From an optimization exercise on the open Yosys and OpenROAD flow, aimed at small area, a short achievable clock period and few clock cycles per item; shortcuts taken in it are not production practice. The RTL was checked by simulation tests, not by an equivalence proof against the original design.

[flow/constraint.sdc]
create_clock -name core_clock -period 11.0 [get_ports {clk}]
set_input_delay 2.2000 -clock core_clock [delete_from_list [all_inputs] [get_ports {clk}]]
set_output_delay 2.2000 -clock core_clock [all_outputs]
set_load 0.01 [all_outputs]
[flow/config.mk]
export PLATFORM = sky130hd
export DESIGN_NAME = julia_pixel_engine
export DESIGN_NICKNAME = julia_pixel_engine
export VERILOG_FILES = /design/flow/design.v
export SDC_FILE = /design/flow/constraint.sdc
export NUM_CORES = 4
export LEC_CHECK = 0
export CAP_MARGIN = 20
export CORE_MARGIN = 2
export CORE_UTILIZATION = 40
export PLACE_DENSITY = 0.6
export SLEW_MARGIN = 20
[flow/design.v]
module julia_pixel_engine #(
  parameter int H_RES    = 640,
  parameter int V_RES    = 480,
  parameter int MAX_ITER = 255,
  parameter int FRAC     = 12
) (
  input  logic        clk,
  input  logic        reset_n,
  input  logic        start,
  input  logic        abort,
  input  logic [15:0] c_re,
  input  logic [15:0] c_im,
  input  logic [15:0] re_start,
  input  logic [15:0] im_start,
  input  logic [15:0] step,
  output logic        draw,
  input  logic        draw_ready,
  output logic [9:0]  x,
  output logic [9:0]  y,
  output logic [7:0]  i,
  output logic        busy,
  output logic        frame_done
);
  localparam logic [9:0] X_LAST   = 10'(H_RES - 1);
  localparam logic [9:0] Y_LAST   = 10'(V_RES - 1);
  localparam logic [7:0] ITER_CAP = 8'(MAX_ITER);
  logic busy_q, done_q, draw_q;
  logic run;
  assign run = busy_q & ~done_q;
  logic signed [15:0] cre_q, cim_q, re0_q, step_q;
  logic signed [15:0] cur_re, cur_im;
  logic [9:0]         xg;
  logic [9:0] xo, yo;
  logic [7:0] io;
  logic signed [14:0] zr1, zi1;
  logic signed [15:0] zs1;
  logic               big1, act1;
  logic [7:0]         it1;
  logic [1:0]         tg1;
  logic [26:0]        a2, b2;
  logic [28:0]        s2;
  logic               big2, act2;
  logic [7:0]         it2;
  logic [1:0]         tg2;
  logic [7:0] rb [4];
  logic [3:0] rv;
  logic [1:0] tag_a, tag_e;
  logic [2:0] outst;
  function automatic logic in_range18(input logic [17:0] v);
    in_range18 = (v[17:13] == 5'b00000) || (v[17:13] == 5'b11111) || (v == 18'd8192);
  endfunction
  function automatic logic in_range16(input logic [15:0] v);
    in_range16 = (v[15:13] == 3'b000) || (v[15:13] == 3'b111) || (v == 16'd8192);
  endfunction
  wire sqa_s = zr1[14];
  wire [13:0] sqa_u = zr1[13:0] ^ {14{sqa_s}};
  wire [28:0] sqa = {1'b0,1'b0,1'b0,1'b0,1'b0,1'b0,1'b0,1'b0,1'b0,1'b0,1'b0,1'b0,1'b0,1'b0,(sqa_u[0] & sqa_u[13]),(sqa_u[0] & sqa_u[12]),(sqa_u[0] & sqa_u[11]),(sqa_u[0] & sqa_u[10]),(sqa_u[0] & sqa_u[9]),(sqa_u[0] & sqa_u[8]),(sqa_u[0] & sqa_u[7]),(sqa_u[0] & sqa_u[6]),(sqa_u[0] & sqa_u[5]),(sqa_u[0] & sqa_u[4]),(sqa_u[0] & sqa_u[3]),(sqa_u[0] & sqa_u[2]),(sqa_u[0] & sqa_u[1]),1'b0,sqa_u[0]} + {1'b0,1'b0,1'b0,1'b0,1'b0,1'b0,1'b0,1'b0,1'b0,1'b0,1'b0,1'b0,1'b0,(sqa_u[1] & sqa_u[13]),(sqa_u[1] & sqa_u[12]),(sqa_u[1] & sqa_u[11]),(sqa_u[1] & sqa_u[10]),(sqa_u[1] & sqa_u[9]),(sqa_u[1] & sqa_u[8]),(sqa_u[1] & sqa_u[7]),(sqa_u[1] & sqa_u[6]),(sqa_u[1] & sqa_u[5]),(sqa_u[1] & sqa_u[4]),(sqa_u[1] & sqa_u[3]),(sqa_u[1] & sqa_u[2]),1'b0,sqa_u[1],1'b0,1'b0} + {1'b0,1'b0,1'b0,1'b0,1'b0,1'b0,1'b0,1'b0,1'b0,1'b0,1'b0,1'b0,(sqa_u[2] & sqa_u[13]),(sqa_u[2] & sqa_u[12]),(sqa_u[2] & sqa_u[11]),(sqa_u[2] & sqa_u[10]),(sqa_u[2] & sqa_u[9]),(sqa_u[2] & sqa_u[8]),(sqa_u[2] & sqa_u[7]),(sqa_u[2] & sqa_u[6]),(sqa_u[2] & sqa_u[5]),(sqa_u[2] & sqa_u[4]),(sqa_u[2] & sqa_u[3]),1'b0,sqa_u[2],1'b0,1'b0,1'b0,1'b0} + {1'b0,1'b0,1'b0,1'b0,1'b0,1'b0,1'b0,1'b0,1'b0,1'b0,1'b0,(sqa_u[3] & sqa_u[13]),(sqa_u[3] & sqa_u[12]),(sqa_u[3] & sqa_u[11]),(sqa_u[3] & sqa_u[10]),(sqa_u[3] & sqa_u[9]),(sqa_u[3] & sqa_u[8]),(sqa_u[3] & sqa_u[7]),(sqa_u[3] & sqa_u[6]),(sqa_u[3] & sqa_u[5]),(sqa_u[3] & sqa_u[4]),1'b0,sqa_u[3],1'b0,1'b0,1'b0,1'b0,1'b0,1'b0} + {1'b0,1'b0,1'b0,1'b0,1'b0,1'b0,1'b0,1'b0,1'b0,1'b0,(sqa_u[4] & sqa_u[13]),(sqa_u[4] & sqa_u[12]),(sqa_u[4] & sqa_u[11]),(sqa_u[4] & sqa_u[10]),(sqa_u[4] & sqa_u[9]),(sqa_u[4] & sqa_u[8]),(sqa_u[4] & sqa_u[7]),(sqa_u[4] & sqa_u[6]),(sqa_u[4] & sqa_u[5]),1'b0,sqa_u[4],1'b0,1'b0,1'b0,1'b0,1'b0,1'b0,1'b0,1'b0} + {1'b0,1'b0,1'b0,1'b0,1'b0,1'b0,1'b0,1'b0,1'b0,(sqa_u[5] & sqa_u[13]),(sqa_u[5] & sqa_u[12]),(sqa_u[5] & sqa_u[11]),(sqa_u[5] & sqa_u[10]),(sqa_u[5] & sqa_u[9]),(sqa_u[5] & sqa_u[8]),(sqa_u[5] & sqa_u[7]),(sqa_u[5] & sqa_u[6]),1'b0,sqa_u[5],1'b0,1'b0,1'b0,1'b0,1'b0,1'b0,1'b0,1'b0,1'b0,1'b0} + {1'b0,1'b0,1'b0,1'b0,1'b0,1'b0,1'b0,1'b0,(sqa_u[6] & sqa_u[13]),(sqa_u[6] & sqa_u[12]),(sqa_u[6] & sqa_u[11]),(sqa_u[6] & sqa_u[10]),(sqa_u[6] & sqa_u[9]),(sqa_u[6] & sqa_u[8]),(sqa_u[6] & sqa_u[7]),1'b0,sqa_u[6],1'b0,1'b0,1'b0,1'b0,1'b0,1'b0,1'b0,1'b0,1'b0,1'b0,1'b0,1'b0} + {1'b0,1'b0,1'b0,1'b0,1'b0,1'b0,1'b0,(sqa_u[7] & sqa_u[13]),(sqa_u[7] & sqa_u[12]),(sqa_u[7] & sqa_u[11]),(sqa_u[7] & sqa_u[10]),(sqa_u[7] & sqa_u[9]),(sqa_u[7] & sqa_u[8]),1'b0,sqa_u[7],1'b0,1'b0,1'b0,1'b0,1'b0,1'b0,1'b0,1'b0,1'b0,1'b0,1'b0,1'b0,1'b0,1'b0} + {1'b0,1'b0,1'b0,1'b0,1'b0,1'b0,(sqa_u[8] & sqa_u[13]),(sqa_u[8] & sqa_u[12]),(sqa_u[8] & sqa_u[11]),(sqa_u[8] & sqa_u[10]),(sqa_u[8] & sqa_u[9]),1'b0,sqa_u[8],1'b0,1'b0,1'b0,1'b0,1'b0,1'b0,1'b0,1'b0,1'b0,1'b0,1'b0,1'b0,1'b0,1'b0,1'b0,1'b0} + {1'b0,1'b0,1'b0,1'b0,1'b0,(sqa_u[9] & sqa_u[13]),(sqa_u[9] & sqa_u[12]),(sqa_u[9] & sqa_u[11]),(sqa_u[9] & sqa_u[10]),1'b0,sqa_u[9],1'b0,1'b0,1'b0,1'b0,1'b0,1'b0,1'b0,1'b0,1'b0,1'b0,1'b0,1'b0,1'b0,1'b0,1'b0,1'b0,1'b0,1'b0} + {1'b0,1'b0,1'b0,1'b0,(sqa_u[10] & sqa_u[13]),(sqa_u[10] & sqa_u[12]),(sqa_u[10] & sqa_u[11]),1'b0,sqa_u[10],1'b0,1'b0,1'b0,1'b0,1'b0,1'b0,1'b0,1'b0,1'b0,1'b0,1'b0,1'b0,1'b0,1'b0,1'b0,1'b0,1'b0,1'b0,1'b0,1'b0} + {1'b0,1'b0,1'b0,(sqa_u[11] & sqa_u[13]),(sqa_u[11] & sqa_u[12]),1'b0,sqa_u[11],1'b0,1'b0,1'b0,1'b0,1'b0,1'b0,1'b0,1'b0,1'b0,1'b0,1'b0,1'b0,1'b0,1'b0,1'b0,1'b0,1'b0,1'b0,1'b0,1'b0,1'b0,1'b0} + {1'b0,1'b0,(sqa_u[12] & sqa_u[13]),1'b0,sqa_u[12],1'b0,1'b0,1'b0,1'b0,1'b0,1'b0,1'b0,1'b0,1'b0,1'b0,1'b0,1'b0,1'b0,1'b0,1'b0,1'b0,1'b0,1'b0,1'b0,1'b0,1'b0,1'b0,1'b0,1'b0} + {1'b0,1'b0,sqa_u[13],1'b0,1'b0,1'b0,1'b0,1'b0,1'b0,1'b0,1'b0,1'b0,1'b0,1'b0,1'b0,1'b0,1'b0,1'b0,1'b0,1'b0,1'b0,1'b0,1'b0,1'b0,1'b0,1'b0,1'b0,1'b0,1'b0} + {1'b0,1'b0,1'b0,1'b0,1'b0,1'b0,1'b0,1'b0,1'b0,1'b0,1'b0,1'b0,1'b0,1'b0,(sqa_u[13] & sqa_s),(sqa_u[12] & sqa_s),(sqa_u[11] & sqa_s),(sqa_u[10] & sqa_s),(sqa_u[9] & sqa_s),(sqa_u[8] & sqa_s),(sqa_u[7] & sqa_s),(sqa_u[6] & sqa_s),(sqa_u[5] & sqa_s),(sqa_u[4] & sqa_s),(sqa_u[3] & sqa_s),(sqa_u[2] & sqa_s),(sqa_u[1] & sqa_s),(sqa_u[0] & sqa_s),sqa_s};
  wire sqb_s = zi1[14];
  wire [13:0] sqb_u = zi1[13:0] ^ {14{sqb_s}};
  wire [28:0] sqb = {1'b0,1'b0,1'b0,1'b0,1'b0,1'b0,1'b0,1'b0,1'b0,1'b0,1'b0,1'b0,1'b0,1'b0,(sqb_u[0] & sqb_u[13]),(sqb_u[0] & sqb_u[12]),(sqb_u[0] & sqb_u[11]),(sqb_u[0] & sqb_u[10]),(sqb_u[0] & sqb_u[9]),(sqb_u[0] & sqb_u[8]),(sqb_u[0] & sqb_u[7]),(sqb_u[0] & sqb_u[6]),(sqb_u[0] & sqb_u[5]),(sqb_u[0] & sqb_u[4]),(sqb_u[0] & sqb_u[3]),(sqb_u[0] & sqb_u[2]),(sqb_u[0] & sqb_u[1]),1'b0,sqb_u[0]} + {1'b0,1'b0,1'b0,1'b0,1'b0,1'b0,1'b0,1'b0,1'b0,1'b0,1'b0,1'b0,1'b0,(sqb_u[1] & sqb_u[13]),(sqb_u[1] & sqb_u[12]),(sqb_u[1] & sqb_u[11]),(sqb_u[1] & sqb_u[10]),(sqb_u[1] & sqb_u[9]),(sqb_u[1] & sqb_u[8]),(sqb_u[1] & sqb_u[7]),(sqb_u[1] & sqb_u[6]),(sqb_u[1] & sqb_u[5]),(sqb_u[1] & sqb_u[4]),(sqb_u[1] & sqb_u[3]),(sqb_u[1] & sqb_u[2]),1'b0,sqb_u[1],1'b0,1'b0} + {1'b0,1'b0,1'b0,1'b0,1'b0,1'b0,1'b0,1'b0,1'b0,1'b0,1'b0,1'b0,(sqb_u[2] & sqb_u[13]),(sqb_u[2] & sqb_u[12]),(sqb_u[2] & sqb_u[11]),(sqb_u[2] & sqb_u[10]),(sqb_u[2] & sqb_u[9]),(sqb_u[2] & sqb_u[8]),(sqb_u[2] & sqb_u[7]),(sqb_u[2] & sqb_u[6]),(sqb_u[2] & sqb_u[5]),(sqb_u[2] & sqb_u[4]),(sqb_u[2] & sqb_u[3]),1'b0,sqb_u[2],1'b0,1'b0,1'b0,1'b0} + {1'b0,1'b0,1'b0,1'b0,1'b0,1'b0,1'b0,1'b0,1'b0,1'b0,1'b0,(sqb_u[3] & sqb_u[13]),(sqb_u[3] & sqb_u[12]),(sqb_u[3] & sqb_u[11]),(sqb_u[3] & sqb_u[10]),(sqb_u[3] & sqb_u[9]),(sqb_u[3] & sqb_u[8]),(sqb_u[3] & sqb_u[7]),(sqb_u[3] & sqb_u[6]),(sqb_u[3] & sqb_u[5]),(sqb_u[3] & sqb_u[4]),1'b0,sqb_u[3],1'b0,1'b0,1'b0,1'b0,1'b0,1'b0} + {1'b0,1'b0,1'b0,1'b0,1'b0,1'b0,1'b0,1'b0,1'b0,1'b0,(sqb_u[4] & sqb_u[13]),(sqb_u[4] & sqb_u[12]),(sqb_u[4] & sqb_u[11]),(sqb_u[4] & sqb_u[10]),(sqb_u[4] & sqb_u[9]),(sqb_u[4] & sqb_u[8]),(sqb_u[4] & sqb_u[7]),(sqb_u[4] & sqb_u[6]),(sqb_u[4] & sqb_u[5]),1'b0,sqb_u[4],1'b0,1'b0,1'b0,1'b0,1'b0,1'b0,1'b0,1'b0} + {1'b0,1'b0,1'b0,1'b0,1'b0,1'b0,1'b0,1'b0,1'b0,(sqb_u[5] & sqb_u[13]),(sqb_u[5] & sqb_u[12]),(sqb_u[5] & sqb_u[11]),(sqb_u[5] & sqb_u[10]),(sqb_u[5] & sqb_u[9]),(sqb_u[5] & sqb_u[8]),(sqb_u[5] & sqb_u[7]),(sqb_u[5] & sqb_u[6]),1'b0,sqb_u[5],1'b0,1'b0,1'b0,1'b0,1'b0,1'b0,1'b0,1'b0,1'b0,1'b0} + {1'b0,1'b0,1'b0,1'b0,1'b0,1'b0,1'b0,1'b0,(sqb_u[6] & sqb_u[13]),(sqb_u[6] & sqb_u[12]),(sqb_u[6] & sqb_u[11]),(sqb_u[6] & sqb_u[10]),(sqb_u[6] & sqb_u[9]),(sqb_u[6] & sqb_u[8]),(sqb_u[6] & sqb_u[7]),1'b0,sqb_u[6],1'b0,1'b0,1'b0,1'b0,1'b0,1'b0,1'b0,1'b0,1'b0,1'b0,1'b0,1'b0} + {1'b0,1'b0,1'b0,1'b0,1'b0,1'b0,1'b0,(sqb_u[7] & sqb_u[13]),(sqb_u[7] & sqb_u[12]),(sqb_u[7] & sqb_u[11]),(sqb_u[7] & sqb_u[10]),(sqb_u[7] & sqb_u[9]),(sqb_u[7] & sqb_u[8]),1'b0,sqb_u[7],1'b0,1'b0,1'b0,1'b0,1'b0,1'b0,1'b0,1'b0,1'b0,1'b0,1'b0,1'b0,1'b0,1'b0} + {1'b0,1'b0,1'b0,1'b0,1'b0,1'b0,(sqb_u[8] & sqb_u[13]),(sqb_u[8] & sqb_u[12]),(sqb_u[8] & sqb_u[11]),(sqb_u[8] & sqb_u[10]),(sqb_u[8] & sqb_u[9]),1'b0,sqb_u[8],1'b0,1'b0,1'b0,1'b0,1'b0,1'b0,1'b0,1'b0,1'b0,1'b0,1'b0,1'b0,1'b0,1'b0,1'b0,1'b0} + {1'b0,1'b0,1'b0,1'b0,1'b0,(sqb_u[9] & sqb_u[13]),(sqb_u[9] & sqb_u[12]),(sqb_u[9] & sqb_u[11]),(sqb_u[9] & sqb_u[10]),1'b0,sqb_u[9],1'b0,1'b0,1'b0,1'b0,1'b0,1'b0,1'b0,1'b0,1'b0,1'b0,1'b0,1'b0,1'b0,1'b0,1'b0,1'b0,1'b0,1'b0} + {1'b0,1'b0,1'b0,1'b0,(sqb_u[10] & sqb_u[13]),(sqb_u[10] & sqb_u[12]),(sqb_u[10] & sqb_u[11]),1'b0,sqb_u[10],1'b0,1'b0,1'b0,1'b0,1'b0,1'b0,1'b0,1'b0,1'b0,1'b0,1'b0,1'b0,1'b0,1'b0,1'b0,1'b0,1'b0,1'b0,1'b0,1'b0} + {1'b0,1'b0,1'b0,(sqb_u[11] & sqb_u[13]),(sqb_u[11] & sqb_u[12]),1'b0,sqb_u[11],1'b0,1'b0,1'b0,1'b0,1'b0,1'b0,1'b0,1'b0,1'b0,1'b0,1'b0,1'b0,1'b0,1'b0,1'b0,1'b0,1'b0,1'b0,1'b0,1'b0,1'b0,1'b0} + {1'b0,1'b0,(sqb_u[12] & sqb_u[13]),1'b0,sqb_u[12],1'b0,1'b0,1'b0,1'b0,1'b0,1'b0,1'b0,1'b0,1'b0,1'b0,1'b0,1'b0,1'b0,1'b0,1'b0,1'b0,1'b0,1'b0,1'b0,1'b0,1'b0,1'b0,1'b0,1'b0} + {1'b0,1'b0,sqb_u[13],1'b0,1'b0,1'b0,1'b0,1'b0,1'b0,1'b0,1'b0,1'b0,1'b0,1'b0,1'b0,1'b0,1'b0,1'b0,1'b0,1'b0,1'b0,1'b0,1'b0,1'b0,1'b0,1'b0,1'b0,1'b0,1'b0} + {1'b0,1'b0,1'b0,1'b0,1'b0,1'b0,1'b0,1'b0,1'b0,1'b0,1'b0,1'b0,1'b0,1'b0,(sqb_u[13] & sqb_s),(sqb_u[12] & sqb_s),(sqb_u[11] & sqb_s),(sqb_u[10] & sqb_s),(sqb_u[9] & sqb_s),(sqb_u[8] & sqb_s),(sqb_u[7] & sqb_s),(sqb_u[6] & sqb_s),(sqb_u[5] & sqb_s),(sqb_u[4] & sqb_s),(sqb_u[3] & sqb_s),(sqb_u[2] & sqb_s),(sqb_u[1] & sqb_s),(sqb_u[0] & sqb_s),sqb_s};
  wire sqs_s = zs1[15];
  wire [14:0] sqs_u = zs1[14:0] ^ {15{sqs_s}};
  wire [30:0] sqs = {1'b0,1'b0,1'b0,1'b0,1'b0,1'b0,1'b0,1'b0,1'b0,1'b0,1'b0,1'b0,1'b0,1'b0,1'b0,(sqs_u[0] & sqs_u[14]),(sqs_u[0] & sqs_u[13]),(sqs_u[0] & sqs_u[12]),(sqs_u[0] & sqs_u[11]),(sqs_u[0] & sqs_u[10]),(sqs_u[0] & sqs_u[9]),(sqs_u[0] & sqs_u[8]),(sqs_u[0] & sqs_u[7]),(sqs_u[0] & sqs_u[6]),(sqs_u[0] & sqs_u[5]),(sqs_u[0] & sqs_u[4]),(sqs_u[0] & sqs_u[3]),(sqs_u[0] & sqs_u[2]),(sqs_u[0] & sqs_u[1]),1'b0,sqs_u[0]} + {1'b0,1'b0,1'b0,1'b0,1'b0,1'b0,1'b0,1'b0,1'b0,1'b0,1'b0,1'b0,1'b0,1'b0,(sqs_u[1] & sqs_u[14]),(sqs_u[1] & sqs_u[13]),(sqs_u[1] & sqs_u[12]),(sqs_u[1] & sqs_u[11]),(sqs_u[1] & sqs_u[10]),(sqs_u[1] & sqs_u[9]),(sqs_u[1] & sqs_u[8]),(sqs_u[1] & sqs_u[7]),(sqs_u[1] & sqs_u[6]),(sqs_u[1] & sqs_u[5]),(sqs_u[1] & sqs_u[4]),(sqs_u[1] & sqs_u[3]),(sqs_u[1] & sqs_u[2]),1'b0,sqs_u[1],1'b0,1'b0} + {1'b0,1'b0,1'b0,1'b0,1'b0,1'b0,1'b0,1'b0,1'b0,1'b0,1'b0,1'b0,1'b0,(sqs_u[2] & sqs_u[14]),(sqs_u[2] & sqs_u[13]),(sqs_u[2] & sqs_u[12]),(sqs_u[2] & sqs_u[11]),(sqs_u[2] & sqs_u[10]),(sqs_u[2] & sqs_u[9]),(sqs_u[2] & sqs_u[8]),(sqs_u[2] & sqs_u[7]),(sqs_u[2] & sqs_u[6]),(sqs_u[2] & sqs_u[5]),(sqs_u[2] & sqs_u[4]),(sqs_u[2] & sqs_u[3]),1'b0,sqs_u[2],1'b0,1'b0,1'b0,1'b0} + {1'b0,1'b0,1'b0,1'b0,1'b0,1'b0,1'b0,1'b0,1'b0,1'b0,1'b0,1'b0,(sqs_u[3] & sqs_u[14]),(sqs_u[3] & sqs_u[13]),(sqs_u[3] & sqs_u[12]),(sqs_u[3] & sqs_u[11]),(sqs_u[3] & sqs_u[10]),(sqs_u[3] & sqs_u[9]),(sqs_u[3] & sqs_u[8]),(sqs_u[3] & sqs_u[7]),(sqs_u[3] & sqs_u[6]),(sqs_u[3] & sqs_u[5]),(sqs_u[3] & sqs_u[4]),1'b0,sqs_u[3],1'b0,1'b0,1'b0,1'b0,1'b0,1'b0} + {1'b0,1'b0,1'b0,1'b0,1'b0,1'b0,1'b0,1'b0,1'b0,1'b0,1'b0,(sqs_u[4] & sqs_u[14]),(sqs_u[4] & sqs_u[13]),(sqs_u[4] & sqs_u[12]),(sqs_u[4] & sqs_u[11]),(sqs_u[4] & sqs_u[10]),(sqs_u[4] & sqs_u[9]),(sqs_u[4] & sqs_u[8]),(sqs_u[4] & sqs_u[7]),(sqs_u[4] & sqs_u[6]),(sqs_u[4] & sqs_u[5]),1'b0,sqs_u[4],1'b0,1'b0,1'b0,1'b0,1'b0,1'b0,1'b0,1'b0} + {1'b0,1'b0,1'b0,1'b0,1'b0,1'b0,1'b0,1'b0,1'b0,1'b0,(sqs_u[5] & sqs_u[14]),(sqs_u[5] & sqs_u[13]),(sqs_u[5] & sqs_u[12]),(sqs_u[5] & sqs_u[11]),(sqs_u[5] & sqs_u[10]),(sqs_u[5] & sqs_u[9]),(sqs_u[5] & sqs_u[8]),(sqs_u[5] & sqs_u[7]),(sqs_u[5] & sqs_u[6]),1'b0,sqs_u[5],1'b0,1'b0,1'b0,1'b0,1'b0,1'b0,1'b0,1'b0,1'b0,1'b0} + {1'b0,1'b0,1'b0,1'b0,1'b0,1'b0,1'b0,1'b0,1'b0,(sqs_u[6] & sqs_u[14]),(sqs_u[6] & sqs_u[13]),(sqs_u[6] & sqs_u[12]),(sqs_u[6] & sqs_u[11]),(sqs_u[6] & sqs_u[10]),(sqs_u[6] & sqs_u[9]),(sqs_u[6] & sqs_u[8]),(sqs_u[6] & sqs_u[7]),1'b0,sqs_u[6],1'b0,1'b0,1'b0,1'b0,1'b0,1'b0,1'b0,1'b0,1'b0,1'b0,1'b0,1'b0} + {1'b0,1'b0,1'b0,1'b0,1'b0,1'b0,1'b0,1'b0,(sqs_u[7] & sqs_u[14]),(sqs_u[7] & sqs_u[13]),(sqs_u[7] & sqs_u[12]),(sqs_u[7] & sqs_u[11]),(sqs_u[7] & sqs_u[10]),(sqs_u[7] & sqs_u[9]),(sqs_u[7] & sqs_u[8]),1'b0,sqs_u[7],1'b0,1'b0,1'b0,1'b0,1'b0,1'b0,1'b0,1'b0,1'b0,1'b0,1'b0,1'b0,1'b0,1'b0} + {1'b0,1'b0,1'b0,1'b0,1'b0,1'b0,1'b0,(sqs_u[8] & sqs_u[14]),(sqs_u[8] & sqs_u[13]),(sqs_u[8] & sqs_u[12]),(sqs_u[8] & sqs_u[11]),(sqs_u[8] & sqs_u[10]),(sqs_u[8] & sqs_u[9]),1'b0,sqs_u[8],1'b0,1'b0,1'b0,1'b0,1'b0,1'b0,1'b0,1'b0,1'b0,1'b0,1'b0,1'b0,1'b0,1'b0,1'b0,1'b0} + {1'b0,1'b0,1'b0,1'b0,1'b0,1'b0,(sqs_u[9] & sqs_u[14]),(sqs_u[9] & sqs_u[13]),(sqs_u[9] & sqs_u[12]),(sqs_u[9] & sqs_u[11]),(sqs_u[9] & sqs_u[10]),1'b0,sqs_u[9],1'b0,1'b0,1'b0,1'b0,1'b0,1'b0,1'b0,1'b0,1'b0,1'b0,1'b0,1'b0,1'b0,1'b0,1'b0,1'b0,1'b0,1'b0} + {1'b0,1'b0,1'b0,1'b0,1'b0,(sqs_u[10] & sqs_u[14]),(sqs_u[10] & sqs_u[13]),(sqs_u[10] & sqs_u[12]),(sqs_u[10] & sqs_u[11]),1'b0,sqs_u[10],1'b0,1'b0,1'b0,1'b0,1'b0,1'b0,1'b0,1'b0,1'b0,1'b0,1'b0,1'b0,1'b0,1'b0,1'b0,1'b0,1'b0,1'b0,1'b0,1'b0} + {1'b0,1'b0,1'b0,1'b0,(sqs_u[11] & sqs_u[14]),(sqs_u[11] & sqs_u[13]),(sqs_u[11] & sqs_u[12]),1'b0,sqs_u[11],1'b0,1'b0,1'b0,1'b0,1'b0,1'b0,1'b0,1'b0,1'b0,1'b0,1'b0,1'b0,1'b0,1'b0,1'b0,1'b0,1'b0,1'b0,1'b0,1'b0,1'b0,1'b0} + {1'b0,1'b0,1'b0,(sqs_u[12] & sqs_u[14]),(sqs_u[12] & sqs_u[13]),1'b0,sqs_u[12],1'b0,1'b0,1'b0,1'b0,1'b0,1'b0,1'b0,1'b0,1'b0,1'b0,1'b0,1'b0,1'b0,1'b0,1'b0,1'b0,1'b0,1'b0,1'b0,1'b0,1'b0,1'b0,1'b0,1'b0} + {1'b0,1'b0,(sqs_u[13] & sqs_u[14]),1'b0,sqs_u[13],1'b0,1'b0,1'b0,1'b0,1'b0,1'b0,1'b0,1'b0,1'b0,1'b0,1'b0,1'b0,1'b0,1'b0,1'b0,1'b0,1'b0,1'b0,1'b0,1'b0,1'b0,1'b0,1'b0,1'b0,1'b0,1'b0} + {1'b0,1'b0,sqs_u[14],1'b0,1'b0,1'b0,1'b0,1'b0,1'b0,1'b0,1'b0,1'b0,1'b0,1'b0,1'b0,1'b0,1'b0,1'b0,1'b0,1'b0,1'b0,1'b0,1'b0,1'b0,1'b0,1'b0,1'b0,1'b0,1'b0,1'b0,1'b0} + {1'b0,1'b0,1'b0,1'b0,1'b0,1'b0,1'b0,1'b0,1'b0,1'b0,1'b0,1'b0,1'b0,1'b0,1'b0,(sqs_u[14] & sqs_s),(sqs_u[13] & sqs_s),(sqs_u[12] & sqs_s),(sqs_u[11] & sqs_s),(sqs_u[10] & sqs_s),(sqs_u[9] & sqs_s),(sqs_u[8] & sqs_s),(sqs_u[7] & sqs_s),(sqs_u[6] & sqs_s),(sqs_u[5] & sqs_s),(sqs_u[4] & sqs_s),(sqs_u[3] & sqs_s),(sqs_u[2] & sqs_s),(sqs_u[1] & sqs_s),(sqs_u[0] & sqs_s),sqs_s};
  logic [27:0] mag;
  logic        mag_esc, esc;
  logic [29:0] re_full, im_full;
  logic [17:0] re_raw, im_raw;
  logic [15:0] zs_new;
  logic        big_new;
  assign mag     = {1'b0, a2} + {1'b0, b2};
  assign mag_esc = mag > 28'd67108864;
  assign esc     = big2 | mag_esc | (it2 == ITER_CAP);
  assign re_full = {3'b000, a2} - {3'b000, b2} + {{2{cre_q[15]}}, cre_q, 12'd0};
  assign im_full = {1'b0, s2} - {3'b000, a2} - {3'b000, b2} + {{2{cim_q[15]}}, cim_q, 12'd0};
  assign re_raw  = re_full[29:12];
  assign im_raw  = im_full[29:12];
  assign zs_new  = re_raw[15:0] + im_raw[15:0];
  assign big_new = ~in_range18(re_raw) | ~in_range18(im_raw);
  logic [15:0] zs0;
  logic        big0;
  assign zs0  = cur_re + cur_im;
  assign big0 = ~in_range16(cur_re) | ~in_range16(cur_im);
  logic y_free, assign_px, out_load, xfer, last_xy;
  assign y_free    = ~act2 | esc;
  assign assign_px = run & y_free & ~outst[2];
  assign xfer      = draw_q & draw_ready;
  assign last_xy   = (xo == X_LAST) && (yo == Y_LAST);
  assign out_load  = run & rv[tag_e] & (~draw_q | (draw_ready & ~last_xy));
  always_ff @(posedge clk or negedge reset_n) begin
    if (!reset_n) begin
      busy_q <= 1'b0;
      done_q <= 1'b0;
      draw_q <= 1'b0;
      act1   <= 1'b0;
      act2   <= 1'b0;
      rv     <= '0;
    end else begin
      if (!busy_q) begin
        busy_q <= start & ~abort;
        done_q <= 1'b0;
        draw_q <= 1'b0;
        act1   <= 1'b0;
        act2   <= 1'b0;
        rv     <= '0;
      end else if (abort || done_q) begin
        busy_q <= 1'b0;
        done_q <= 1'b0;
        draw_q <= 1'b0;
        act1   <= 1'b0;
        act2   <= 1'b0;
        rv     <= '0;
      end else begin
        act1 <= assign_px | (act2 & ~esc);
        act2 <= act1;
        if (xfer && last_xy) begin
          done_q <= 1'b1;
          draw_q <= 1'b0;
        end else if (out_load) begin
          draw_q <= 1'b1;
        end else if (xfer) begin
          draw_q <= 1'b0;
        end
        for (int k = 0; k < 4; k++) begin
          if (act2 && esc && tg2 == 2'(k))
            rv[k] <= 1'b1;
          else if (out_load && tag_e == 2'(k))
            rv[k] <= 1'b0;
        end
      end
    end
  end
  always_ff @(posedge clk) begin
    if (!busy_q) begin
      cre_q  <= c_re;
      cim_q  <= c_im;
      re0_q  <= re_start;
      step_q <= step;
      cur_re <= re_start;
      cur_im <= im_start;
      xg     <= '0;
      xo     <= '0;
      yo     <= '0;
      tag_a  <= '0;
      tag_e  <= '0;
      outst  <= '0;
    end else begin
      if (assign_px) begin
        tag_a <= tag_a + 2'd1;
        if (xg == X_LAST) begin
          xg     <= '0;
          cur_re <= re0_q;
          cur_im <= cur_im - step_q;
        end else begin
          xg     <= xg + 10'd1;
          cur_re <= cur_re + step_q;
        end
      end
      if (out_load) begin
        io    <= rb[tag_e];
        tag_e <= tag_e + 2'd1;
      end
      outst <= outst + 3'(assign_px) - 3'(out_load);
      if (xfer) begin
        if (xo == X_LAST) begin
          xo <= '0;
          yo <= yo + 10'd1;
        end else begin
          xo <= xo + 10'd1;
        end
      end
    end
    a2   <= sqa[26:0];
    b2   <= sqb[26:0];
    s2   <= sqs[28:0];
    big2 <= big1;
    it2  <= it1;
    tg2  <= tg1;
    if (assign_px) begin
      zr1  <= cur_re[14:0];
      zi1  <= cur_im[14:0];
      zs1  <= zs0;
      big1 <= big0;
      it1  <= '0;
      tg1  <= tag_a;
    end else begin
      zr1  <= re_raw[14:0];
      zi1  <= im_raw[14:0];
      zs1  <= zs_new;
      big1 <= big_new;
      it1  <= it2 + 8'd1;
      tg1  <= tg2;
    end
    if (act2 && esc)
      rb[tg2] <= it2;
  end
  assign draw       = draw_q;
  assign busy       = busy_q;
  assign frame_done = done_q;
  assign x          = xo;
  assign y          = yo;
  assign i          = io;
endmodule
[flow/run.sh]
#!/bin/bash
# synth_recipe.tcl (not shown) runs the flow's synth.tcl, then flattens the netlist and writes it again
# the make line also repeats each setting of config.mk as NAME=value (left out here)
make -C /OpenROAD-flow-scripts/flow DESIGN_CONFIG=/design/flow/config.mk WORK_HOME=/design/flow/orfs CLKGATE_MAP_FILE= SYNTH_SCRIPT=/design/flow/synth_recipe.tcl finish
==> impl_metrics.csv <==
group,metric,value,unit
status,status,"no timing/DRC/antenna violations",
sta,max_clock_freq,151,MHz
grt,grt-ovfl-total,0,
clock_network,numCtsBuffers,41,
finish,final_common_cell,"ha_1",
critical_path,crit_fanout,15,
finish,most-common-layout-cells,"ha_1 (449), inv_1 (422), nor2_1 (273), fa_1 (260), or2_2 (196)",
synth,synth_edf_count,136,
drt,wl_per_cell,17.6,um
finish,drive_gt1_share,10.6,%
placed_design,hpwl,61000,um
clock_network,post_cts_buffers,0,
synth,syn-cell-area,0.0307,mm2
grt,grt_pass1_wl,120000,um
synth,postSynthAreaPerCell,9.80,um2
min_path,holdCritPathClass,"reg -> reg",
critical_path,startpoint_type,"flip-flop",
critical_path,path_class,"reg -> reg",
synth,synthCells,3137,
grt,grt_start_max_net_pins,67,
critical_path,endpoint,"b2[25]$_DFF_P_",
finish,n_antenna_cell,0,
synth,syn_nets,3931,
clock_network,h-tree-depth,2,
grt,grt_pass1_vias,21600,
critical_path,startpoint,"zi1[14]$_DFF_P_",
clock_network,cts_root_buf,"clkbuf_16",
finish,area_growth,12.2,%
synth,synth_cell_types,89,
critical_path,arrival,7.09,ns
sta,setup_slack,4.37,ns
finish,nNetsFinal,4018,
synth,ys.flop_type,"dfxtp_1",
floorplan,die_area,0.0791,mm2
sta,drv_slew,0,
sta,rsz0062_at_grt,"no",
critical_path,worst_r2r_path_depth,20,
drt,drc,0,
critical_path,r2r_end,"b2[25]$_DFF_P_",
drt,via_per_inst,5.07,
synth,yosysSeqAreaShare,26.1,%
placed_design,io_buffers,115,
clock_network,clk_pin_slew,0.07,ns
grt,grt_usage,19.5,%
sta,finalSetupViolations,0,
placed_design,place_congestion,0.885,
drt,vias,21700,
floorplan,core,0.0759,mm2
critical_path,reg2reg_slack,4.37,ns
finish,finalNonFillerCells,4287,
clock_network,hold_buffers,0,
sta,hold_viol_final,0,
synth,ys_warn_count,1,
floorplan,die_w,281,um
clock_network,clock_sinks,330,
sta,setup_tns,0,ns
clock_network,clk-insertion-delay-late,0.60,ns
job,drv_cap,0,
clock_network,cts_tree,"done",
synth,synth-seq-cells,330,
floorplan,io_pins,116,
sta,fin_crit_sh,60.3,%
clock_network,max-clock-path-buffers,3,
floorplan,fp-row-count,101,
drt,ant_nets,0,
drt,firstDrtPassIters,5,
grt,antenna_found_initial,6,
critical_path,r2r_start,"zi1[14]$_DFF_P_",
sta,skew,0.0353,ns
synth,synth-async-reset-ratio,2.73,%
clock_network,cts_resized,0,
sta,slew_headroom,42.1,%
placed_design,dp.cells,4211,
placed_design,post-place-ws,4.45,ns
drt,drtIter0Drc,1151,
critical_path,critPathCaptureType,"flip-flop",
sta,worst_pin_slew,0.863,ns
floorplan,dieHeight,281,um
floorplan,start_util,40.5,%
sta,min_period,6.63,ns
drt,routed_wl,75400,um
critical_path,worstPathRequired,11.46,ns
==> critical path: stages, from the launching register on <==
cell and delay (ns):
dfxtp_1 0.69, ha_1 0.50, or2_2 0.38, fa_1 0.49, fa_1 0.49, inv_1 0.04
ha_1 0.26, ha_1 0.28, ha_1 0.32, a31oi_1 0.28, o21bai_1 0.10, a21oi_1 0.23
nor2b_1 0.07, o21a_1 0.20, o41ai_2 0.39, o211ai_1 0.24, o41ai_1 0.46, o21ai_0 0.23
o41ai_1 0.53, mux2i_1 0.24, nand3_1 0.08
==> synth_stat cells, types with 9 or more instances <==
cell type | count | share of area [%]
ha_1 | 449 | 18
inv_1 | 422 | 5.2
nor2_1 | 274 | 3.3
fa_1 | 260 | 17
or2_2 | 196 | 4.0
dfxtp_1 | 185 | 12
a21oi_1 | 149 | 2.4
edfxtp_1 | 136 | 13
nand2_1 | 114 | 1.4
xnor2_1 | 111 | 3.2
o21ai_0 | 86 | 1.4
xor2_1 | 67 | 1.9
clkbuf_1 | 63 | 0.77
nor3_1 | 54 | 0.88
nand3_1 | 53 | 0.86
a21o_1 | 36 | 0.88
mux2_2 | 36 | 1.3
o21a_1 | 31 | 0.76
a31oi_1 | 28 | 0.57
nor2b_1 | 27 | 0.55
or3_1 | 25 | 0.51
o21bai_1 | 23 | 0.56
nand2b_1 | 20 | 0.41
nand4_1 | 19 | 0.39
and3_1 | 17 | 0.35
a211oi_1 | 16 | 0.39
a21boi_0 | 16 | 0.39
o31ai_1 | 16 | 0.39
and2_1 | 14 | 0.29
buf_2 | 11 | 0.18
nor4_1 | 10 | 0.20
dfrtp_1 | 9 | 0.73
mux2i_1 | 9 | 0.29
mux4_2 | 9 | 0.66
o2111ai_1 | 9 | 0.26
o211ai_1 | 9 | 0.22
==> layer usage <==
layer	wire length, um	track usage [%]
met2	34600	31.7
met5	0	0
met1	35400	27.5
met4	1810	4.85
met3	3700	2.49
==> worst min-delay path by stage <==
stage	startpoint	to	slack (ns)	cells past startpoint
floorplan	big1$_DFF_P_	big2$_DFF_P_	0.31	0
global placement	it1[4]$_SDFF_PP0_	it2[4]$_DFF_P_	0.31	0
detailed placement	big1$_DFF_P_	big2$_DFF_P_	0.31	0
CTS	big1$_DFF_P_	big2$_DFF_P_	0.32	0
global route	big1$_DFF_P_	big2$_DFF_P_	0.33	0
finish	big1$_DFF_P_	big2$_DFF_P_	0.32	0
==> final cells by class <==
cell class / instances / area [um2]
clock inverters: 24 / 377
fillers: 7275 / 41500
multi-input cells: 2304 / 20800
flip-flops and latches: 330 / 8010
clock buffers: 52 / 1160
well taps: 1030 / 1290
inverters: 423 / 1590
repair buffers: 124 / 1220
==> through the flow <==
stage                     util (%)  cell area [um2]  hold slack [ns]
after floorplan                  -            30700            0.310
after global placement        43.4            32900            0.310
after detailed placement      43.4            32900            0.313
after CTS                     45.4            34500            0.323
after global routing          45.4            34500            0.330
final                         45.4            34500            0.320
==> logic make-up (layout without fill, tap and decap cells) <==
family / count (synthesis) / after routing / share of synthesized area (%)
simple gates: 861 / 861 / 14.2
fa+ha+maj: 710 / 710 / 35.3
mux: 54 / 54 / 2.27
buf+inv: 503 / 623 / 6.21
xor+xnor: 181 / 181 / 5.30
flops: 330 / 330 / 26.1
compound gates: 498 / 498 / 10.7
==> registers in the layout, indices dropped and copies added (netlist names), 10 cells and up <==
register,count
s2,28
yo,10
rb,32
re0_q,16
step_q,16
zi1,15
cim_q,16
cur_im,16
b2,26
xg,10
xo,10
cur_re,16
zr1,15
a2,26
zs1,16
cre_q,16
Testbench counts, summed over its fixed seeds: cycles 2,683,077, pixels 61,440.

-- port drivers added, routing unchanged --
No port has a modelled driver above. Below, the same layout with a new extraction and two added sets of constraints. Step 1 sets driving cells, clkbuf_16 on the clock port and buf_2 on the other inputs (assumed; they add their load-dependent delay and slew). Step 2, shift: input delay + t, output delay - t, t = (earliest + latest rising clock arrival at the registers) / 2. This alone moves slack from input paths to output paths. a / b / c = ideal / step 1 / step 2; a / b = the first two.
t, ns: 0.647
slack for setup (ns): 4.371 / 4.371 / 4.371
latest minus earliest clock arrival (ns): 0.037 / 0.037
cell pins on the clock port's net: 1
After both steps this run still meets setup and hold. For this run, drivers alone change the setup slack by 0.000 ns; drivers and shift together by 0.000 ns.
